Context: an optimization exercise on an open-source flow, tuned for small area, a short achievable clock period and few clock cycles per item. The choices shown serve that exercise and are no tape-out recipe. Only simulation tests tie the RTL to the original design; equivalence was not proved.

<file path="design/flow/flow/run.sh">
#!/bin/bash
# Layout flow: the standard synthesis, then the combinational logic mapped
# again onto the cells (flip-flops kept as they are, names and cell types
# unchanged), then the standard layout from floorplan to finish.
# Each tool writes its full output to a log of its own in the work folder.
set -euo pipefail
WORK=$(pwd)
FLOWDIR=$WORK/flow
R=$WORK/orfs/results/$FLOW_PLATFORM/serpent_block_cipher_unit/base
YOSYS=${YOSYS_EXE:-$FLOW_HOME/../tools/install/yosys/bin/yosys}
[ -x "$YOSYS" ] || YOSYS=yosys

bash standard.sh synth > $WORK/log_synth.txt 2>&1

cp $R/1_2_yosys.v $WORK/std_synth.v
LIB=$FLOW_HOME/platforms/$FLOW_PLATFORM/lib/sky130_fd_sc_hd__tt_025C_1v80.lib \
IN=$WORK/std_synth.v OUT=$WORK/remapped.v TOP=$FLOW_TOP SCRIPT=$FLOWDIR/remap.abc \
  "$YOSYS" -c $FLOWDIR/remap.tcl > $WORK/log_remap.txt 2>&1

cp $WORK/remapped.v $R/1_2_yosys.v
rm -f $R/1_synth.odb
bash standard.sh finish > $WORK/log_finish.txt 2>&1
</file>
<file path="design/flow/flow/remap.abc">
&get -n
&st
&dch -f
&nf -D 3500
&put
topo
stime -c
buffer -c
upsize -c
dnsize -c
</file>
<file path="design/flow/flow/remap.tcl">
# Map the combinational logic of the standard synthesis netlist again.
# Flip-flops and tie cells stay as they are (blackboxes keep their instance
# names and cell types); every other cell is read as its liberty function.
yosys -import
set lib $::env(LIB)
read_liberty -ignore_miss_func $lib
blackbox sky130_fd_sc_hd__df* sky130_fd_sc_hd__edf* sky130_fd_sc_hd__sdf* sky130_fd_sc_hd__sedf* sky130_fd_sc_hd__dl* sky130_fd_sc_hd__conb_1
read_verilog $::env(IN)
hierarchy -check -top $::env(TOP)
flatten
opt_clean
set fh [open abc.constr w]
puts $fh "set_driving_cell sky130_fd_sc_hd__buf_1"
puts $fh "set_load 5"
close $fh
abc -liberty $lib -constr abc.constr -D 3500 -script $::env(SCRIPT) \
  -dont_use *lpflow* -dont_use *probe* -dont_use *clkdly* -dont_use *dlygate* \
  -dont_use *sdlclkp* -dont_use *dlclkp* -dont_use *a222oi*
opt_clean -purge
# cell definitions again (as blackboxes) so that the checks see every port
read_liberty -lib -overwrite -ignore_miss_func $lib
hilomap -singleton -hicell sky130_fd_sc_hd__conb_1 HI -locell sky130_fd_sc_hd__conb_1 LO
splitnets
opt_clean -purge
insbuf -buf sky130_fd_sc_hd__buf_4 A X
check -assert
tee -o remap_stat.txt stat -liberty $lib
write_verilog -noattr -noexpr -nohex -nodec $::env(OUT)
</file>
<file path="design/flow/standard.sh">
#!/bin/bash
# synth_recipe.tcl (not shown) runs the flow's synth.tcl, then flattens the netlist and writes it again
# the make line also repeats each setting of config.mk as NAME=value (left out here)
make -C /OpenROAD-flow-scripts/flow DESIGN_CONFIG=/design/flow/config.mk WORK_HOME=/design/flow/orfs CLKGATE_MAP_FILE= SYNTH_SCRIPT=/design/flow/synth_recipe.tcl "${@:-finish}"
</file>
<file path="design/flow/config.mk">
export PLATFORM = sky130hd
export DESIGN_NAME = serpent_block_cipher_unit
export DESIGN_NICKNAME = serpent_block_cipher_unit
export VERILOG_FILES = /design/flow/design.v
export SDC_FILE = /design/flow/constraint.sdc
export NUM_CORES = 8
export LEC_CHECK = 0
export CAP_MARGIN = 40
export CORE_MARGIN = 2
export CORE_UTILIZATION = 30
export PLACE_DENSITY = 0.42
export SETUP_SLACK_MARGIN = 4.5
export SLEW_MARGIN = 40
export SYNTH_MEMORY_MAX_BITS = 8192
</file>
<file path="design/flow/constraint.sdc">
create_clock -name core_clock -period 10.0 [get_ports {clk_i}]
set_input_delay 2.0000 -clock core_clock [delete_from_list [all_inputs] [get_ports {clk_i}]]
set_output_delay 2.0000 -clock core_clock [all_outputs]
set_load 0.01 [all_outputs]
</file>
<file path="design/flow/design.v">
`timescale 1ns / 1ps
`default_nettype none
package serp_pkg;
  localparam logic [31:0] Phi = 32'h9E3779B9;
  localparam logic [2:0] RegKey0 = 3'd0;
  localparam logic [2:0] RegKey1 = 3'd1;
  localparam logic [2:0] RegKey2 = 3'd2;
  localparam logic [2:0] RegKey3 = 3'd3;
  localparam logic [2:0] RegKlen = 3'd4;
endpackage
`default_nettype wire
`timescale 1ns / 1ps
`default_nettype none
import serp_pkg::*;
module serp_ctrl (
  input  wire logic [255:0] key_i,     
  input  wire logic [1:0]   klen_i,
  input  wire logic [255:0] e_i,       
  output logic [255:0]      ue_o,      
  output logic [127:0]      ke_o,      
  output logic [127:0]      kd_o       
);
  function automatic logic [3:0] sbox3(input logic [3:0] v);
    unique case (v)
      4'h0: sbox3 = 4'h0;
      4'h1: sbox3 = 4'hf;
      4'h2: sbox3 = 4'hb;
      4'h3: sbox3 = 4'h8;
      4'h4: sbox3 = 4'hc;
      4'h5: sbox3 = 4'h9;
      4'h6: sbox3 = 4'h6;
      4'h7: sbox3 = 4'h3;
      4'h8: sbox3 = 4'hd;
      4'h9: sbox3 = 4'h1;
      4'ha: sbox3 = 4'h2;
      4'hb: sbox3 = 4'h4;
      4'hc: sbox3 = 4'ha;
      4'hd: sbox3 = 4'h7;
      4'he: sbox3 = 4'h5;
      4'hf: sbox3 = 4'he;
      default: sbox3 = 4'h0;
    endcase
  endfunction
  function automatic logic [31:0] rl(input logic [31:0] x, input int unsigned n);
    rl = (x << n) | (x >> (32 - n));
  endfunction
  logic [31:0]  p [8];    
  logic [31:0]  w [12];   
  logic [31:0]  f57, f02, f13, f24;
  logic [3:0]   nw;
  always_comb begin
    nw = (klen_i == 2'd0) ? 4'd4 : (klen_i == 2'd1) ? 4'd6 : 4'd8;
    for (int i = 0; i < 8; i++)
      p[i] = (4'(i) < nw) ? key_i[32*i +: 32] : ((4'(i) == nw) ? 32'd1 : 32'd0);
    f57  = p[5] ^ p[7];
    w[0] = rl(p[0] ^ p[3] ^ f57 ^ Phi ^ 32'd0, 11);
    w[1] = rl(p[1] ^ p[4] ^ p[6] ^ w[0] ^ Phi ^ 32'd1, 11);
    w[2] = rl(p[2] ^ f57 ^ w[1] ^ Phi ^ 32'd2, 11);
    f02  = w[0] ^ w[2];
    w[3] = rl(p[3] ^ p[6] ^ f02 ^ Phi ^ 32'd3, 11);
    f13  = w[1] ^ w[3];
    w[4] = rl(p[4] ^ p[7] ^ f13 ^ Phi ^ 32'd4, 11);
    w[5] = rl(p[5] ^ f02 ^ w[4] ^ Phi ^ 32'd5, 11);
    w[6] = rl(p[6] ^ f13 ^ w[5] ^ Phi ^ 32'd6, 11);
    f24  = w[2] ^ w[4];
    w[7] = rl(p[7] ^ f24 ^ w[6] ^ Phi ^ 32'd7, 11);
    f57  = w[5] ^ w[7];
    w[8] = rl(w[0] ^ w[3] ^ f57 ^ Phi ^ 32'd8, 11);
    w[9] = rl(w[1] ^ w[4] ^ w[6] ^ w[8] ^ Phi ^ 32'd9, 11);
    w[10] = rl(w[2] ^ f57 ^ w[9] ^ Phi ^ 32'd10, 11);
    f02  = w[8] ^ w[10];
    w[11] = rl(w[3] ^ w[6] ^ f02 ^ Phi ^ 32'd11, 11);
    ue_o = {w[11], w[10], w[9], w[8], w[7], w[6], w[5], w[4]};
    for (int b = 0; b < 32; b++) begin
      {ke_o[96+b], ke_o[64+b], ke_o[32+b], ke_o[b]} =
          sbox3({w[3][b], w[2][b], w[1][b], w[0][b]});
      {kd_o[96+b], kd_o[64+b], kd_o[32+b], kd_o[b]} =
          sbox3({e_i[224+b], e_i[192+b], e_i[160+b], e_i[128+b]});
    end
  end
endmodule
`default_nettype wire
`timescale 1ns / 1ps
`default_nettype none
import serp_pkg::*;
module serp_enc_stage #(
  parameter int unsigned M = 0
) (
  input  wire logic         done_i,
  input  wire logic [1:0]   lap_i,
  input  wire logic [2:0]   sel_i,     
  input  wire logic [127:0] x_i,
  input  wire logic [255:0] u_i,
  output logic [127:0]      y_o,
  output logic [127:0]      r_o,       
  output logic [255:0]      u_o
);
  function automatic logic [3:0] sbox_f(input logic [2:0] s, input logic [3:0] v);
    unique case ({s, v})
      7'h00: sbox_f = 4'h3;
      7'h01: sbox_f = 4'h8;
      7'h02: sbox_f = 4'hf;
      7'h03: sbox_f = 4'h1;
      7'h04: sbox_f = 4'ha;
      7'h05: sbox_f = 4'h6;
      7'h06: sbox_f = 4'h5;
      7'h07: sbox_f = 4'hb;
      7'h08: sbox_f = 4'he;
      7'h09: sbox_f = 4'hd;
      7'h0a: sbox_f = 4'h4;
      7'h0b: sbox_f = 4'h2;
      7'h0c: sbox_f = 4'h7;
      7'h0d: sbox_f = 4'h0;
      7'h0e: sbox_f = 4'h9;
      7'h0f: sbox_f = 4'hc;
      7'h10: sbox_f = 4'hf;
      7'h11: sbox_f = 4'hc;
      7'h12: sbox_f = 4'h2;
      7'h13: sbox_f = 4'h7;
      7'h14: sbox_f = 4'h9;
      7'h15: sbox_f = 4'h0;
      7'h16: sbox_f = 4'h5;
      7'h17: sbox_f = 4'ha;
      7'h18: sbox_f = 4'h1;
      7'h19: sbox_f = 4'hb;
      7'h1a: sbox_f = 4'he;
      7'h1b: sbox_f = 4'h8;
      7'h1c: sbox_f = 4'h6;
      7'h1d: sbox_f = 4'hd;
      7'h1e: sbox_f = 4'h3;
      7'h1f: sbox_f = 4'h4;
      7'h20: sbox_f = 4'h8;
      7'h21: sbox_f = 4'h6;
      7'h22: sbox_f = 4'h7;
      7'h23: sbox_f = 4'h9;
      7'h24: sbox_f = 4'h3;
      7'h25: sbox_f = 4'hc;
      7'h26: sbox_f = 4'ha;
      7'h27: sbox_f = 4'hf;
      7'h28: sbox_f = 4'hd;
      7'h29: sbox_f = 4'h1;
      7'h2a: sbox_f = 4'he;
      7'h2b: sbox_f = 4'h4;
      7'h2c: sbox_f = 4'h0;
      7'h2d: sbox_f = 4'hb;
      7'h2e: sbox_f = 4'h5;
      7'h2f: sbox_f = 4'h2;
      7'h30: sbox_f = 4'h0;
      7'h31: sbox_f = 4'hf;
      7'h32: sbox_f = 4'hb;
      7'h33: sbox_f = 4'h8;
      7'h34: sbox_f = 4'hc;
      7'h35: sbox_f = 4'h9;
      7'h36: sbox_f = 4'h6;
      7'h37: sbox_f = 4'h3;
      7'h38: sbox_f = 4'hd;
      7'h39: sbox_f = 4'h1;
      7'h3a: sbox_f = 4'h2;
      7'h3b: sbox_f = 4'h4;
      7'h3c: sbox_f = 4'ha;
      7'h3d: sbox_f = 4'h7;
      7'h3e: sbox_f = 4'h5;
      7'h3f: sbox_f = 4'he;
      7'h40: sbox_f = 4'h1;
      7'h41: sbox_f = 4'hf;
      7'h42: sbox_f = 4'h8;
      7'h43: sbox_f = 4'h3;
      7'h44: sbox_f = 4'hc;
      7'h45: sbox_f = 4'h0;
      7'h46: sbox_f = 4'hb;
      7'h47: sbox_f = 4'h6;
      7'h48: sbox_f = 4'h2;
      7'h49: sbox_f = 4'h5;
      7'h4a: sbox_f = 4'h4;
      7'h4b: sbox_f = 4'ha;
      7'h4c: sbox_f = 4'h9;
      7'h4d: sbox_f = 4'he;
      7'h4e: sbox_f = 4'h7;
      7'h4f: sbox_f = 4'hd;
      7'h50: sbox_f = 4'hf;
      7'h51: sbox_f = 4'h5;
      7'h52: sbox_f = 4'h2;
      7'h53: sbox_f = 4'hb;
      7'h54: sbox_f = 4'h4;
      7'h55: sbox_f = 4'ha;
      7'h56: sbox_f = 4'h9;
      7'h57: sbox_f = 4'hc;
      7'h58: sbox_f = 4'h0;
      7'h59: sbox_f = 4'h3;
      7'h5a: sbox_f = 4'he;
      7'h5b: sbox_f = 4'h8;
      7'h5c: sbox_f = 4'hd;
      7'h5d: sbox_f = 4'h6;
      7'h5e: sbox_f = 4'h7;
      7'h5f: sbox_f = 4'h1;
      7'h60: sbox_f = 4'h7;
      7'h61: sbox_f = 4'h2;
      7'h62: sbox_f = 4'hc;
      7'h63: sbox_f = 4'h5;
      7'h64: sbox_f = 4'h8;
      7'h65: sbox_f = 4'h4;
      7'h66: sbox_f = 4'h6;
      7'h67: sbox_f = 4'hb;
      7'h68: sbox_f = 4'he;
      7'h69: sbox_f = 4'h9;
      7'h6a: sbox_f = 4'h1;
      7'h6b: sbox_f = 4'hf;
      7'h6c: sbox_f = 4'hd;
      7'h6d: sbox_f = 4'h3;
      7'h6e: sbox_f = 4'ha;
      7'h6f: sbox_f = 4'h0;
      7'h70: sbox_f = 4'h1;
      7'h71: sbox_f = 4'hd;
      7'h72: sbox_f = 4'hf;
      7'h73: sbox_f = 4'h0;
      7'h74: sbox_f = 4'he;
      7'h75: sbox_f = 4'h8;
      7'h76: sbox_f = 4'h2;
      7'h77: sbox_f = 4'hb;
      7'h78: sbox_f = 4'h7;
      7'h79: sbox_f = 4'h4;
      7'h7a: sbox_f = 4'hc;
      7'h7b: sbox_f = 4'ha;
      7'h7c: sbox_f = 4'h9;
      7'h7d: sbox_f = 4'h3;
      7'h7e: sbox_f = 4'h5;
      7'h7f: sbox_f = 4'h6;
      default: sbox_f = 4'h0;
    endcase
  endfunction
  function automatic logic [31:0] rl(input logic [31:0] x, input int unsigned n);
    rl = (x << n) | (x >> (32 - n));
  endfunction
  function automatic logic [127:0] slice_f(input logic [2:0] s, input logic [127:0] x);
    logic [3:0] o;
    for (int b = 0; b < 32; b++) begin
      o = sbox_f(s, {x[96+b], x[64+b], x[32+b], x[b]});
      {slice_f[96+b], slice_f[64+b], slice_f[32+b], slice_f[b]} = o;
    end
  endfunction
  function automatic logic [127:0] lin_fwd(input logic [127:0] v);
    logic [31:0] a, b, c, d;
    begin
      a = v[31:0]; b = v[63:32]; c = v[95:64]; d = v[127:96];
      a = rl(a, 13); c = rl(c, 3);
      b = b ^ a ^ c; d = d ^ c ^ (a << 3);
      b = rl(b, 1); d = rl(d, 7);
      a = a ^ b ^ d; c = c ^ d ^ (b << 7);
      a = rl(a, 5); c = rl(c, 22);
      lin_fwd = {d, c, b, a};
    end
  endfunction
  localparam logic [2:0] SE0 = 3'(2 * M);
  localparam logic [2:0] SE1 = 3'(2 * M + 1);
  localparam logic [2:0] KE0 = 3'(2 - 2 * M);
  localparam logic [2:0] KE1 = 3'(1 - 2 * M);
  localparam bit         LastStage = (M == 3);
  logic [31:0]  s [16];    
  logic [31:0]  ce [8];
  logic [31:0]  f57, f02, f13, f24;
  logic [7:0]   je;
  logic [127:0] ke0, ke1, a1, a2, a3;
  assign je = 8'({lap_i, 5'd0}) + 8'(8 * M + 12);    
  always_comb begin
    for (int t = 0; t < 8; t++) begin
      ce[t] = Phi ^ {24'd0, 8'(je + 8'(t))};
      s[t]  = u_i[32*t +: 32];
    end
    f57   = s[5] ^ s[7];
    s[8]  = rl(s[0] ^ s[3] ^ f57 ^ ce[0], 11);
    s[9]  = rl(s[1] ^ s[4] ^ s[6] ^ s[8] ^ ce[1], 11);
    s[10] = rl(s[2] ^ f57 ^ s[9] ^ ce[2], 11);
    f02   = s[8] ^ s[10];
    s[11] = rl(s[3] ^ s[6] ^ f02 ^ ce[3], 11);
    f13   = s[9] ^ s[11];
    s[12] = rl(s[4] ^ s[7] ^ f13 ^ ce[4], 11);
    s[13] = rl(s[5] ^ f02 ^ s[12] ^ ce[5], 11);
    s[14] = rl(s[6] ^ f13 ^ s[13] ^ ce[6], 11);
    f24   = s[10] ^ s[12];
    s[15] = rl(s[7] ^ f24 ^ s[14] ^ ce[7], 11);
    for (int t = 0; t < 8; t++) u_o[32*t +: 32] = s[8+t];
  end
  assign ke0 = slice_f(KE0, u_i[127:0]);
  assign ke1 = slice_f(KE1, u_i[255:128]);
  assign a1 = slice_f(SE0, x_i);
  assign a2 = lin_fwd(a1) ^ ke0;
  assign a3 = slice_f(SE1, a2);
  always_comb begin
    y_o = ({128{sel_i[0]}} & (lin_fwd(a3) ^ ke1)) | ({128{sel_i[2]}} & x_i);
    if (LastStage) y_o = y_o | ({128{sel_i[1]}} & (a3 ^ ke1));
  end
  assign r_o = LastStage ? (done_i ? x_i : (a3 ^ ke1)) : '0;
endmodule
module serp_dec_stage #(
  parameter int unsigned M = 0
) (
  input  wire logic         done_i,
  input  wire logic [1:0]   lap_i,
  input  wire logic [2:0]   sel_i,     
  input  wire logic [127:0] x_i,
  input  wire logic [255:0] u_i,
  output logic [127:0]      y_o,
  output logic [127:0]      r_o,       
  output logic [255:0]      u_o
);
  function automatic logic [3:0] sbox_f(input logic [2:0] s, input logic [3:0] v);
    unique case ({s, v})
      7'h00: sbox_f = 4'h3;
      7'h01: sbox_f = 4'h8;
      7'h02: sbox_f = 4'hf;
      7'h03: sbox_f = 4'h1;
      7'h04: sbox_f = 4'ha;
      7'h05: sbox_f = 4'h6;
      7'h06: sbox_f = 4'h5;
      7'h07: sbox_f = 4'hb;
      7'h08: sbox_f = 4'he;
      7'h09: sbox_f = 4'hd;
      7'h0a: sbox_f = 4'h4;
      7'h0b: sbox_f = 4'h2;
      7'h0c: sbox_f = 4'h7;
      7'h0d: sbox_f = 4'h0;
      7'h0e: sbox_f = 4'h9;
      7'h0f: sbox_f = 4'hc;
      7'h10: sbox_f = 4'hf;
      7'h11: sbox_f = 4'hc;
      7'h12: sbox_f = 4'h2;
      7'h13: sbox_f = 4'h7;
      7'h14: sbox_f = 4'h9;
      7'h15: sbox_f = 4'h0;
      7'h16: sbox_f = 4'h5;
      7'h17: sbox_f = 4'ha;
      7'h18: sbox_f = 4'h1;
      7'h19: sbox_f = 4'hb;
      7'h1a: sbox_f = 4'he;
      7'h1b: sbox_f = 4'h8;
      7'h1c: sbox_f = 4'h6;
      7'h1d: sbox_f = 4'hd;
      7'h1e: sbox_f = 4'h3;
      7'h1f: sbox_f = 4'h4;
      7'h20: sbox_f = 4'h8;
      7'h21: sbox_f = 4'h6;
      7'h22: sbox_f = 4'h7;
      7'h23: sbox_f = 4'h9;
      7'h24: sbox_f = 4'h3;
      7'h25: sbox_f = 4'hc;
      7'h26: sbox_f = 4'ha;
      7'h27: sbox_f = 4'hf;
      7'h28: sbox_f = 4'hd;
      7'h29: sbox_f = 4'h1;
      7'h2a: sbox_f = 4'he;
      7'h2b: sbox_f = 4'h4;
      7'h2c: sbox_f = 4'h0;
      7'h2d: sbox_f = 4'hb;
      7'h2e: sbox_f = 4'h5;
      7'h2f: sbox_f = 4'h2;
      7'h30: sbox_f = 4'h0;
      7'h31: sbox_f = 4'hf;
      7'h32: sbox_f = 4'hb;
      7'h33: sbox_f = 4'h8;
      7'h34: sbox_f = 4'hc;
      7'h35: sbox_f = 4'h9;
      7'h36: sbox_f = 4'h6;
      7'h37: sbox_f = 4'h3;
      7'h38: sbox_f = 4'hd;
      7'h39: sbox_f = 4'h1;
      7'h3a: sbox_f = 4'h2;
      7'h3b: sbox_f = 4'h4;
      7'h3c: sbox_f = 4'ha;
      7'h3d: sbox_f = 4'h7;
      7'h3e: sbox_f = 4'h5;
      7'h3f: sbox_f = 4'he;
      7'h40: sbox_f = 4'h1;
      7'h41: sbox_f = 4'hf;
      7'h42: sbox_f = 4'h8;
      7'h43: sbox_f = 4'h3;
      7'h44: sbox_f = 4'hc;
      7'h45: sbox_f = 4'h0;
      7'h46: sbox_f = 4'hb;
      7'h47: sbox_f = 4'h6;
      7'h48: sbox_f = 4'h2;
      7'h49: sbox_f = 4'h5;
      7'h4a: sbox_f = 4'h4;
      7'h4b: sbox_f = 4'ha;
      7'h4c: sbox_f = 4'h9;
      7'h4d: sbox_f = 4'he;
      7'h4e: sbox_f = 4'h7;
      7'h4f: sbox_f = 4'hd;
      7'h50: sbox_f = 4'hf;
      7'h51: sbox_f = 4'h5;
      7'h52: sbox_f = 4'h2;
      7'h53: sbox_f = 4'hb;
      7'h54: sbox_f = 4'h4;
      7'h55: sbox_f = 4'ha;
      7'h56: sbox_f = 4'h9;
      7'h57: sbox_f = 4'hc;
      7'h58: sbox_f = 4'h0;
      7'h59: sbox_f = 4'h3;
      7'h5a: sbox_f = 4'he;
      7'h5b: sbox_f = 4'h8;
      7'h5c: sbox_f = 4'hd;
      7'h5d: sbox_f = 4'h6;
      7'h5e: sbox_f = 4'h7;
      7'h5f: sbox_f = 4'h1;
      7'h60: sbox_f = 4'h7;
      7'h61: sbox_f = 4'h2;
      7'h62: sbox_f = 4'hc;
      7'h63: sbox_f = 4'h5;
      7'h64: sbox_f = 4'h8;
      7'h65: sbox_f = 4'h4;
      7'h66: sbox_f = 4'h6;
      7'h67: sbox_f = 4'hb;
      7'h68: sbox_f = 4'he;
      7'h69: sbox_f = 4'h9;
      7'h6a: sbox_f = 4'h1;
      7'h6b: sbox_f = 4'hf;
      7'h6c: sbox_f = 4'hd;
      7'h6d: sbox_f = 4'h3;
      7'h6e: sbox_f = 4'ha;
      7'h6f: sbox_f = 4'h0;
      7'h70: sbox_f = 4'h1;
      7'h71: sbox_f = 4'hd;
      7'h72: sbox_f = 4'hf;
      7'h73: sbox_f = 4'h0;
      7'h74: sbox_f = 4'he;
      7'h75: sbox_f = 4'h8;
      7'h76: sbox_f = 4'h2;
      7'h77: sbox_f = 4'hb;
      7'h78: sbox_f = 4'h7;
      7'h79: sbox_f = 4'h4;
      7'h7a: sbox_f = 4'hc;
      7'h7b: sbox_f = 4'ha;
      7'h7c: sbox_f = 4'h9;
      7'h7d: sbox_f = 4'h3;
      7'h7e: sbox_f = 4'h5;
      7'h7f: sbox_f = 4'h6;
      default: sbox_f = 4'h0;
    endcase
  endfunction
  function automatic logic [3:0] sbox_i(input logic [2:0] s, input logic [3:0] v);
    unique case ({s, v})
      7'h00: sbox_i = 4'hd;
      7'h01: sbox_i = 4'h3;
      7'h02: sbox_i = 4'hb;
      7'h03: sbox_i = 4'h0;
      7'h04: sbox_i = 4'ha;
      7'h05: sbox_i = 4'h6;
      7'h06: sbox_i = 4'h5;
      7'h07: sbox_i = 4'hc;
      7'h08: sbox_i = 4'h1;
      7'h09: sbox_i = 4'he;
      7'h0a: sbox_i = 4'h4;
      7'h0b: sbox_i = 4'h7;
      7'h0c: sbox_i = 4'hf;
      7'h0d: sbox_i = 4'h9;
      7'h0e: sbox_i = 4'h8;
      7'h0f: sbox_i = 4'h2;
      7'h10: sbox_i = 4'h5;
      7'h11: sbox_i = 4'h8;
      7'h12: sbox_i = 4'h2;
      7'h13: sbox_i = 4'he;
      7'h14: sbox_i = 4'hf;
      7'h15: sbox_i = 4'h6;
      7'h16: sbox_i = 4'hc;
      7'h17: sbox_i = 4'h3;
      7'h18: sbox_i = 4'hb;
      7'h19: sbox_i = 4'h4;
      7'h1a: sbox_i = 4'h7;
      7'h1b: sbox_i = 4'h9;
      7'h1c: sbox_i = 4'h1;
      7'h1d: sbox_i = 4'hd;
      7'h1e: sbox_i = 4'ha;
      7'h1f: sbox_i = 4'h0;
      7'h20: sbox_i = 4'hc;
      7'h21: sbox_i = 4'h9;
      7'h22: sbox_i = 4'hf;
      7'h23: sbox_i = 4'h4;
      7'h24: sbox_i = 4'hb;
      7'h25: sbox_i = 4'he;
      7'h26: sbox_i = 4'h1;
      7'h27: sbox_i = 4'h2;
      7'h28: sbox_i = 4'h0;
      7'h29: sbox_i = 4'h3;
      7'h2a: sbox_i = 4'h6;
      7'h2b: sbox_i = 4'hd;
      7'h2c: sbox_i = 4'h5;
      7'h2d: sbox_i = 4'h8;
      7'h2e: sbox_i = 4'ha;
      7'h2f: sbox_i = 4'h7;
      7'h30: sbox_i = 4'h0;
      7'h31: sbox_i = 4'h9;
      7'h32: sbox_i = 4'ha;
      7'h33: sbox_i = 4'h7;
      7'h34: sbox_i = 4'hb;
      7'h35: sbox_i = 4'he;
      7'h36: sbox_i = 4'h6;
      7'h37: sbox_i = 4'hd;
      7'h38: sbox_i = 4'h3;
      7'h39: sbox_i = 4'h5;
      7'h3a: sbox_i = 4'hc;
      7'h3b: sbox_i = 4'h2;
      7'h3c: sbox_i = 4'h4;
      7'h3d: sbox_i = 4'h8;
      7'h3e: sbox_i = 4'hf;
      7'h3f: sbox_i = 4'h1;
      7'h40: sbox_i = 4'h5;
      7'h41: sbox_i = 4'h0;
      7'h42: sbox_i = 4'h8;
      7'h43: sbox_i = 4'h3;
      7'h44: sbox_i = 4'ha;
      7'h45: sbox_i = 4'h9;
      7'h46: sbox_i = 4'h7;
      7'h47: sbox_i = 4'he;
      7'h48: sbox_i = 4'h2;
      7'h49: sbox_i = 4'hc;
      7'h4a: sbox_i = 4'hb;
      7'h4b: sbox_i = 4'h6;
      7'h4c: sbox_i = 4'h4;
      7'h4d: sbox_i = 4'hf;
      7'h4e: sbox_i = 4'hd;
      7'h4f: sbox_i = 4'h1;
      7'h50: sbox_i = 4'h8;
      7'h51: sbox_i = 4'hf;
      7'h52: sbox_i = 4'h2;
      7'h53: sbox_i = 4'h9;
      7'h54: sbox_i = 4'h4;
      7'h55: sbox_i = 4'h1;
      7'h56: sbox_i = 4'hd;
      7'h57: sbox_i = 4'he;
      7'h58: sbox_i = 4'hb;
      7'h59: sbox_i = 4'h6;
      7'h5a: sbox_i = 4'h5;
      7'h5b: sbox_i = 4'h3;
      7'h5c: sbox_i = 4'h7;
      7'h5d: sbox_i = 4'hc;
      7'h5e: sbox_i = 4'ha;
      7'h5f: sbox_i = 4'h0;
      7'h60: sbox_i = 4'hf;
      7'h61: sbox_i = 4'ha;
      7'h62: sbox_i = 4'h1;
      7'h63: sbox_i = 4'hd;
      7'h64: sbox_i = 4'h5;
      7'h65: sbox_i = 4'h3;
      7'h66: sbox_i = 4'h6;
      7'h67: sbox_i = 4'h0;
      7'h68: sbox_i = 4'h4;
      7'h69: sbox_i = 4'h9;
      7'h6a: sbox_i = 4'he;
      7'h6b: sbox_i = 4'h7;
      7'h6c: sbox_i = 4'h2;
      7'h6d: sbox_i = 4'hc;
      7'h6e: sbox_i = 4'h8;
      7'h6f: sbox_i = 4'hb;
      7'h70: sbox_i = 4'h3;
      7'h71: sbox_i = 4'h0;
      7'h72: sbox_i = 4'h6;
      7'h73: sbox_i = 4'hd;
      7'h74: sbox_i = 4'h9;
      7'h75: sbox_i = 4'he;
      7'h76: sbox_i = 4'hf;
      7'h77: sbox_i = 4'h8;
      7'h78: sbox_i = 4'h5;
      7'h79: sbox_i = 4'hc;
      7'h7a: sbox_i = 4'hb;
      7'h7b: sbox_i = 4'h7;
      7'h7c: sbox_i = 4'ha;
      7'h7d: sbox_i = 4'h1;
      7'h7e: sbox_i = 4'h4;
      7'h7f: sbox_i = 4'h2;
      default: sbox_i = 4'h0;
    endcase
  endfunction
  function automatic logic [31:0] rl(input logic [31:0] x, input int unsigned n);
    rl = (x << n) | (x >> (32 - n));
  endfunction
  function automatic logic [127:0] slice_f(input logic [2:0] s, input logic [127:0] x);
    logic [3:0] o;
    for (int b = 0; b < 32; b++) begin
      o = sbox_f(s, {x[96+b], x[64+b], x[32+b], x[b]});
      {slice_f[96+b], slice_f[64+b], slice_f[32+b], slice_f[b]} = o;
    end
  endfunction
  function automatic logic [127:0] slice_i(input logic [2:0] s, input logic [127:0] x);
    logic [3:0] o;
    for (int b = 0; b < 32; b++) begin
      o = sbox_i(s, {x[96+b], x[64+b], x[32+b], x[b]});
      {slice_i[96+b], slice_i[64+b], slice_i[32+b], slice_i[b]} = o;
    end
  endfunction
  function automatic logic [127:0] lin_inv(input logic [127:0] v);
    logic [31:0] a, b, c, d;
    begin
      a = v[31:0]; b = v[63:32]; c = v[95:64]; d = v[127:96];
      c = rl(c, 10); a = rl(a, 27);
      c = c ^ d ^ (b << 7); a = a ^ b ^ d;
      d = rl(d, 25); b = rl(b, 31);
      d = d ^ c ^ (a << 3); b = b ^ a ^ c;
      c = rl(c, 29); a = rl(a, 19);
      lin_inv = {d, c, b, a};
    end
  endfunction
  localparam logic [2:0] SD0 = 3'(7 - 2 * M);
  localparam logic [2:0] SD1 = 3'(6 - 2 * M);
  localparam logic [2:0] KD0 = 3'(2 * M + 4);
  localparam logic [2:0] KD1 = 3'(2 * M + 5);
  localparam bit         LastStage = (M == 3);
  logic [31:0]  sb [16];   
  logic [31:0]  cd [8];
  logic [31:0]  d24, d13, d57;
  logic [7:0]   id;
  logic [127:0] kd0, kd1, d1, d2, d3;
  assign id = 8'(124 - 8 * M) - 8'({lap_i, 5'd0});   
  always_comb begin
    for (int t = 0; t < 8; t++) begin
      cd[t]    = Phi ^ {24'd0, 8'(id + 8'(t))};
      sb[8+t]  = u_i[32*t +: 32];
    end
    d24   = sb[10] ^ sb[12];
    d13   = sb[9] ^ sb[11];
    sb[7] = rl(sb[15], 21) ^ d24 ^ sb[14] ^ cd[7];
    sb[6] = rl(sb[14], 21) ^ d13 ^ sb[13] ^ cd[6];
    sb[5] = rl(sb[13], 21) ^ sb[8] ^ d24 ^ cd[5];
    sb[4] = rl(sb[12], 21) ^ sb[7] ^ d13 ^ cd[4];
    sb[3] = rl(sb[11], 21) ^ sb[6] ^ sb[8] ^ sb[10] ^ cd[3];
    d57   = sb[5] ^ sb[7];
    sb[2] = rl(sb[10], 21) ^ d57 ^ sb[9] ^ cd[2];
    sb[1] = rl(sb[9], 21) ^ sb[4] ^ sb[6] ^ sb[8] ^ cd[1];
    sb[0] = rl(sb[8], 21) ^ sb[3] ^ d57 ^ cd[0];
    for (int t = 0; t < 8; t++) u_o[32*t +: 32] = sb[t];
  end
  assign kd0 = slice_f(KD0, u_i[127:0]);
  assign kd1 = slice_f(KD1, {sb[7], sb[6], sb[5], sb[4]});
  assign d1 = slice_i(SD0, x_i) ^ kd0;
  assign d2 = lin_inv(d1);
  assign d3 = slice_i(SD1, d2) ^ kd1;
  always_comb begin
    y_o = ({128{sel_i[0]}} & lin_inv(d3)) | ({128{sel_i[2]}} & x_i);
    if (LastStage) y_o = y_o | ({128{sel_i[1]}} & d3);
  end
  assign r_o = LastStage ? (done_i ? x_i : d3) : '0;
endmodule
`default_nettype wire
`timescale 1ns / 1ps
`default_nettype none
import serp_pkg::*;
module serpent_block_cipher_unit (
  input  wire logic         clk_i,
  input  wire logic         rst_ni,
  input  wire logic         psel_i,
  input  wire logic         penable_i,
  input  wire logic         pwrite_i,
  input  wire logic [5:0]   paddr_i,
  input  wire logic [63:0]  pwdata_i,
  output logic [63:0]       prdata_o,
  output logic              pready_o,
  input  wire logic         s_axis_tvalid_i,
  output logic              s_axis_tready_o,
  input  wire logic [127:0] s_axis_tdata_i,   
  input  wire logic         s_axis_tuser_i,   
  output logic              m_axis_tvalid_o,
  input  wire logic         m_axis_tready_i,
  output logic [127:0]      m_axis_tdata_o    
);
  logic [63:0]  key_q [4];
  logic [1:0]   klen_q;
  logic         wr, key_wr;
  logic [2:0]   ra;
  assign pready_o = 1'b1;
  assign wr = psel_i && penable_i && pwrite_i;
  assign ra = paddr_i[5:3];
  assign key_wr = wr && (ra <= RegKlen);
  always_ff @(posedge clk_i or negedge rst_ni) begin
    if (!rst_ni) begin
      for (int i = 0; i < 4; i++) key_q[i] <= '0;
      klen_q <= '0;
    end else if (wr) begin
      unique case (ra)
        RegKey0: key_q[0] <= pwdata_i;
        RegKey1: key_q[1] <= pwdata_i;
        RegKey2: key_q[2] <= pwdata_i;
        RegKey3: key_q[3] <= pwdata_i;
        RegKlen: klen_q   <= pwdata_i[1:0];
        default: ;
      endcase
    end
  end
  always_comb begin
    unique case (ra)
      RegKey0: prdata_o = key_q[0];
      RegKey1: prdata_o = key_q[1];
      RegKey2: prdata_o = key_q[2];
      RegKey3: prdata_o = key_q[3];
      RegKlen: prdata_o = {62'd0, klen_q};
      default: prdata_o = '0;
    endcase
  end
  logic         ve_q [4], pce_q [4], donee_q [4];
  logic [1:0]   lape_q [4];
  logic [3:0]   tage_q [4];
  logic [127:0] xe_q [4];
  logic [255:0] ue_q [4];
  logic         vd_q [4], doned_q [4];
  logic [1:0]   lapd_q [4];
  logic [3:0]   tagd_q [4];
  logic [127:0] xd_q [4];
  logic [255:0] ud_q [4];
  logic [127:0] ye [4], re [4], yd [4], rd [4];
  logic [255:0] une [4], und [4];
  logic [2:0]   sele [4], seld [4];
  logic [255:0] e_q;           
  logic         e_val_q, pc_busy_q;
  logic [3:0]   itag_q, otag_q;
  logic         ovalid_q;
  logic [127:0] odata_q;
  logic [255:0] ue_in;
  logic [127:0] ke_in, kd_in;
  logic         rdye3_q, pcce3_q, compe3_q, tagoke3_q;
  logic         rdyd3_q, tagokd3_q;
  logic         ofree, exite, exitd, conte, contd, freee, freed;
  logic         acce, accd, launch;
  for (genvar m = 0; m < 4; m++) begin : g_sel
    logic goe, god, lste, lstd;
    assign goe  = (m == 3) ? conte : 1'b1;
    assign god  = (m == 3) ? contd : 1'b1;
    assign lste = (m == 3) && (lape_q[m] == 2'd3);
    assign lstd = (m == 3) && (lapd_q[m] == 2'd3);
    assign sele[m] = {goe && donee_q[m], goe && !donee_q[m] && lste, goe && !donee_q[m] && !lste};
    assign seld[m] = {god && doned_q[m], god && !doned_q[m] && lstd, god && !doned_q[m] && !lstd};
  end
  for (genvar m = 0; m < 4; m++) begin : g_stage
    serp_enc_stage #(.M(m)) u_enc (
      .done_i(donee_q[m]),
      .lap_i (lape_q[m]),
      .sel_i (sele[m]),
      .x_i   (xe_q[m]),
      .u_i   (ue_q[m]),
      .y_o   (ye[m]),
      .r_o   (re[m]),
      .u_o   (une[m])
    );
    serp_dec_stage #(.M(m)) u_dec (
      .done_i(doned_q[m]),
      .lap_i (lapd_q[m]),
      .sel_i (seld[m]),
      .x_i   (xd_q[m]),
      .u_i   (ud_q[m]),
      .y_o   (yd[m]),
      .r_o   (rd[m]),
      .u_o   (und[m])
    );
  end
  serp_ctrl u_ctrl (
    .key_i ({key_q[3], key_q[2], key_q[1], key_q[0]}),
    .klen_i(klen_q),
    .e_i   (e_q),
    .ue_o  (ue_in),
    .ke_o  (ke_in),
    .kd_o  (kd_in)
  );
  assign ofree = !ovalid_q || m_axis_tready_i;
  assign exite = rdye3_q && tagoke3_q && ofree;
  assign exitd = rdyd3_q && tagokd3_q && ofree;
  assign conte = ve_q[3] && !exite && !pcce3_q && !(key_wr && pce_q[3]);
  assign contd = vd_q[3] && !exitd;
  assign freee = !ve_q[3] || pcce3_q || exite;
  assign freed = !contd;
  assign s_axis_tready_o = s_axis_tuser_i ? (freed && e_val_q) : freee;
  assign acce   = s_axis_tvalid_i && !s_axis_tuser_i && freee;
  assign accd   = s_axis_tvalid_i && s_axis_tuser_i && freed && e_val_q;
  assign launch = !conte && !acce && !e_val_q && !pc_busy_q && !key_wr;
  always_ff @(posedge clk_i or negedge rst_ni) begin
    if (!rst_ni) begin
      for (int m = 0; m < 4; m++) begin
        ve_q[m] <= 1'b0;
        vd_q[m] <= 1'b0;
      end
      e_val_q   <= 1'b0;
      pc_busy_q <= 1'b0;
      itag_q    <= '0;
      otag_q    <= '0;
      ovalid_q  <= 1'b0;
      rdye3_q   <= 1'b0;
      pcce3_q   <= 1'b0;
      compe3_q  <= 1'b0;
      tagoke3_q <= 1'b0;
      rdyd3_q   <= 1'b0;
      tagokd3_q <= 1'b0;
    end else begin
      for (int m = 0; m < 3; m++) begin
        ve_q[m+1] <= ve_q[m] && !(key_wr && pce_q[m]);
        vd_q[m+1] <= vd_q[m];
      end
      ve_q[0] <= conte || acce || launch;
      vd_q[0] <= contd || accd;
      rdye3_q   <= ve_q[2] && !pce_q[2] && (donee_q[2] || lape_q[2] == 2'd3);
      pcce3_q   <= ve_q[2] && pce_q[2] && !donee_q[2] && lape_q[2] == 2'd3 && !key_wr;
      compe3_q  <= ve_q[2] && !donee_q[2] && lape_q[2] == 2'd3;
      tagoke3_q <= (tage_q[2] == ((exite || exitd) ? otag_q + 4'd1 : otag_q));
      rdyd3_q   <= vd_q[2] && (doned_q[2] || lapd_q[2] == 2'd3);
      tagokd3_q <= (tagd_q[2] == ((exite || exitd) ? otag_q + 4'd1 : otag_q));
      if (acce || accd) itag_q <= itag_q + 4'd1;
      if (exite || exitd) otag_q <= otag_q + 4'd1;
      if (exite || exitd) ovalid_q <= 1'b1;
      else if (m_axis_tready_i) ovalid_q <= 1'b0;
      if (key_wr) begin
        e_val_q   <= 1'b0;
        pc_busy_q <= 1'b0;
      end else begin
        if (compe3_q) e_val_q <= 1'b1;
        if (launch) pc_busy_q <= 1'b1;
        else if (pcce3_q) pc_busy_q <= 1'b0;
      end
    end
  end
  always_ff @(posedge clk_i) begin
    for (int m = 0; m < 3; m++) begin
      pce_q[m+1]   <= pce_q[m];
      donee_q[m+1] <= donee_q[m];
      lape_q[m+1]  <= lape_q[m];
      tage_q[m+1]  <= tage_q[m];
      xe_q[m+1]    <= ye[m];
      ue_q[m+1]    <= une[m];
      doned_q[m+1] <= doned_q[m];
      lapd_q[m+1]  <= lapd_q[m];
      tagd_q[m+1]  <= tagd_q[m];
      xd_q[m+1]    <= yd[m];
      ud_q[m+1]    <= und[m];
    end
    if (conte) begin
      pce_q[0]   <= pce_q[3];
      donee_q[0] <= donee_q[3] || lape_q[3] == 2'd3;
      lape_q[0]  <= lape_q[3] + 2'd1;
      tage_q[0]  <= tage_q[3];
      ue_q[0]    <= une[3];
    end else begin
      pce_q[0]   <= !acce;
      donee_q[0] <= 1'b0;
      lape_q[0]  <= 2'd0;
      tage_q[0]  <= itag_q;
      ue_q[0]    <= ue_in;
    end
    xe_q[0] <= ye[3] | ({128{!conte}} & (s_axis_tdata_i ^ ke_in));
    if (contd) begin
      doned_q[0] <= doned_q[3] || lapd_q[3] == 2'd3;
      lapd_q[0]  <= lapd_q[3] + 2'd1;
      tagd_q[0]  <= tagd_q[3];
      ud_q[0]    <= und[3];
    end else begin
      doned_q[0] <= 1'b0;
      lapd_q[0]  <= 2'd0;
      tagd_q[0]  <= itag_q;
      ud_q[0]    <= e_q;
    end
    xd_q[0] <= yd[3] | ({128{!contd}} & (s_axis_tdata_i ^ kd_in));
    if (compe3_q && !e_val_q) e_q <= ue_q[3];
    if (exite || exitd) odata_q <= exite ? re[3] : rd[3];
  end
  assign m_axis_tvalid_o = ovalid_q;
  assign m_axis_tdata_o  = odata_q;
endmodule
`default_nettype wire
</file>
==> results.txt <==
cells in the final DEF, fill, tap and decap left out, types with 298 or more instances in the layout:
master           count
a211oi_1           305
a21oi_1           2831
a22oi_1            334
a31oi_1            365
buf_4             1846
clkbuf_16          583
clkdlybuf4s50_1    298
dfxtp_1           3061
dfxtp_2            497
diode_2           1703
edfxtp_1           384
inv_1             1066
mux2_2             341
mux2i_1            474
nand2_1           3987
nand2b_1          1002
nand3_1            417
nor2_1            3216
nor2b_1            751
nor3_1             348
o21ai_0           2683
o21ai_1            447
xnor2_1           8882
xnor2_2           1422
xnor2_4            427
xor2_1            3709
xor2_2             366
routing by layer:
layer / track usage [%] / routed length, um / vias to the layer above
li1: - / - / 150000
met5: 2.20 / 4760 / -
met4: 60.8 / 482000 / 119
met2: 69.5 / 1230000 / 33600
met1: 48.8 / 976000 / 184000
met3: 18.9 / 342000 / 12300
sequential cells by signal, summed over array words and instances, names as in the netlist, 16 cells and up:
register           flops
e_q                  256
xe_q                 512
g_stage.u_enc.a1     128
xd_q                 512
ud_q                1024
key_q                256
tage_q                16
odata_q              128
ue_q                1024
kd_in                128
tagd_q                16
g_stage.u_enc.ke0    128
g_stage.u_dec.kd0    128
final timing paths:
path                                       endpoint  slack [ns]                  from
max                            ue_q[0][231]$_DFF_P_        4.14  ue_q[3][175]$_DFF_P_
min                            tage_q[1][0]$_DFF_P_        0.28  tage_q[0][0]$_DFF_P_
max reg2reg                    ue_q[0][231]$_DFF_P_        4.14  ue_q[3][175]$_DFF_P_
min reg2reg                    tage_q[1][0]$_DFF_P_        0.28  tage_q[0][0]$_DFF_P_
max in group asynchronous         vd_q[0]$_DFF_PN0_        7.36                rst_ni
min in group asynchronous  key_q[3][11]$_DFFE_PN0P_        0.83                rst_ni
final cells by class:
class / instances / area, sq um / area share (%)
clock inverters: 287 / 4390 / 0.988
inverters: 1097 / 4140 / 0.932
flip-flops and latches: 4311 / 92500 / 20.8
multi-input cells: 36600 / 282000 / 63.4
well taps: 15900 / 19900 / 4.47
repair buffers: 2484 / 21800 / 4.91
clock buffers: 735 / 15800 / 3.55
diodes: 1703 / 4260 / 0.959
timing repair:
| action | CTS | global route |
|---|---|---|
| endpoints found under the hold margin | 0 | 0 |
| setup buffers | 258 | 219 |
| gates resized for setup | 1718 | 842 |
| setup endpoints to repair | 1131 | 654 |
| gates cloned | 16 | 1 |
| pin swaps | 193 | 187 |
stage by stage:
stage / setup WS, ns / instances / area, sq um / util (%)
6_report: 4.14 / 63100 / 445000 / 37.5
5_1_grt: 4.30 / 62600 / 443000 / 37.4
4_1_cts: 4.30 / 61100 / 430000 / 36.3
3_5_place_dp: 2.65 / 59800 / 398000 / 33.6
3_3_place_gp: 2.04 / 59700 / 387000 / 32.6
2_1_floorplan: 4.79 / 44100 / 357000 / -
==> results.txt <==
* Vias in the first global route at 334000
* Most used cell, CP: xnor2_1
* Worst path slowest cell: dfxtp_1
* Vias per cell at a little over 6
* Die Wd at 1.10 mm
* Avg WL per Cell at 48.0 um
* CP peak stage delay at just under 0.8 ns
* Yosys synthesis warning count at 66
* Synthesized netlist cell count at 44100
* Core Region at 1190000 sq um
* Layout cells sized above 1 at about 17%
* Critical Path AT at 6.90 ns
* RSZ-0062 raised after global routing: true
* Total Wirelength at 3030 mm
* CTS H-tree lvls at 6
* DRC viols at 0
* Final Hold Slack at 0.277 ns
* Final Setup Violations at 0
* Global route overflow at 0
* Die H at between 1 and 1.5 mm
* Worst-Skew Late Latency at 1.27 ns
* Die ar. at 1200000 sq um
* Critical Path End Type: register
* Stages on the worst setup path at 14
* Largest net degree at the start of global routing at slightly below 200
* Starting Density at 30.1%
* Num ports at 401
* Synthesized Nets at ~44000
* Post-route clock period utilization at between 50% and 60%
* Area Overhead vs Synth at 24.4%
* Crit-path max FO at 4
* Initial DRC Count at 61900
* Total vias in the final route at ~380k
* Buffers on Ports at 396
* Final hold vios at 0
* Mean Syn Cell Area at 8.11 sq um
* Buffers & Inverters on Critical Path at 2
* Max-cap violations at 0
* Rows at 400
* Clock Skew at about 0.11 ns
* Fmax at about 170 MHz
* GRT Total Usage at 48.4%
* Clk slew on worst S/H paths at 0.06 ns
* TritonRoute pass-1 iters at 22
* Post-Synthesis Cell Area at 357000 sq um
* Final Net Count at 45300
* CP delay by family, top: XOR/XNOR gates
* Setup CP Type: reg -> reg
* # fillers at ~120k
* Initial antenna violation count at 660
* Critical Path, Cell by Cell: xnor2_1 -> xnor2_2 -> buf_6 -> xnor2_1 -> xnor2_2 -> xnor2_1 -> buf_4 -> xnor2_2 -> xnor2_1 -> xnor2_1 -> xnor2_1 -> xor2_1 -> o21ai_0 -> o21ai_1
* CTS tree: yes
* CTS root buf: clkbuf_16
* Register-to-Register Path Depth at 14
* Status: finished clean
* RePlAce Congestion at 1.23
* Slew Viols, Final at 0
* Required @ worst endpoint at 11.04 ns
* First-pass GRT wire length at approximately 3700 mm
* Final ANT Viol Nets at 0
* Clk buf depth at 5
* Worst Hold Depth at 0
* Min Tclk post-route at 5.86 ns
* HPWL Detailed at 2550 mm
* TritonCTS sink count at 4311
* Rel. slew slack at 18.9%
* Least-Margin Pin Slew at between 1 and 1.5 ns
* Hold Crit Class: reg -> reg
* Startpoint types: register
* Hold Buf Count CTS at 0
* Setup_tns at 0 ns
* Total CTS buffers at 568
Testbench counts, summed over its fixed seeds: cycles 5,228, items 1,536.

what the ideal ports hide:
How much do the figures lean on ideal ports? The routed layout below was timed once more, with nothing changed but the port constraints. Step 1 assumes that a clkbuf_16 drives the clock port and a buf_2 every other input. Step 2 also shifts input and output timing later by t, the mid clock arrival at the registers, as if the neighbouring blocks saw the same clock. Slacks: ideal / step 1 / step 2; pairs: ideal / step 1.
shift t [ns]: 1.422
setup WS [ns]: 4.138 / 4.138 / 3.166
worst hold slack (ns): 0.277 / 0.277 / 0.277
worst setup path at the end: input to register
worst slew at a driven data input, ns: 0.19
After both steps this run still meets setup and hold. The setup slack of this run moves by 0.000 ns with the drivers and by -0.972 ns with both steps.
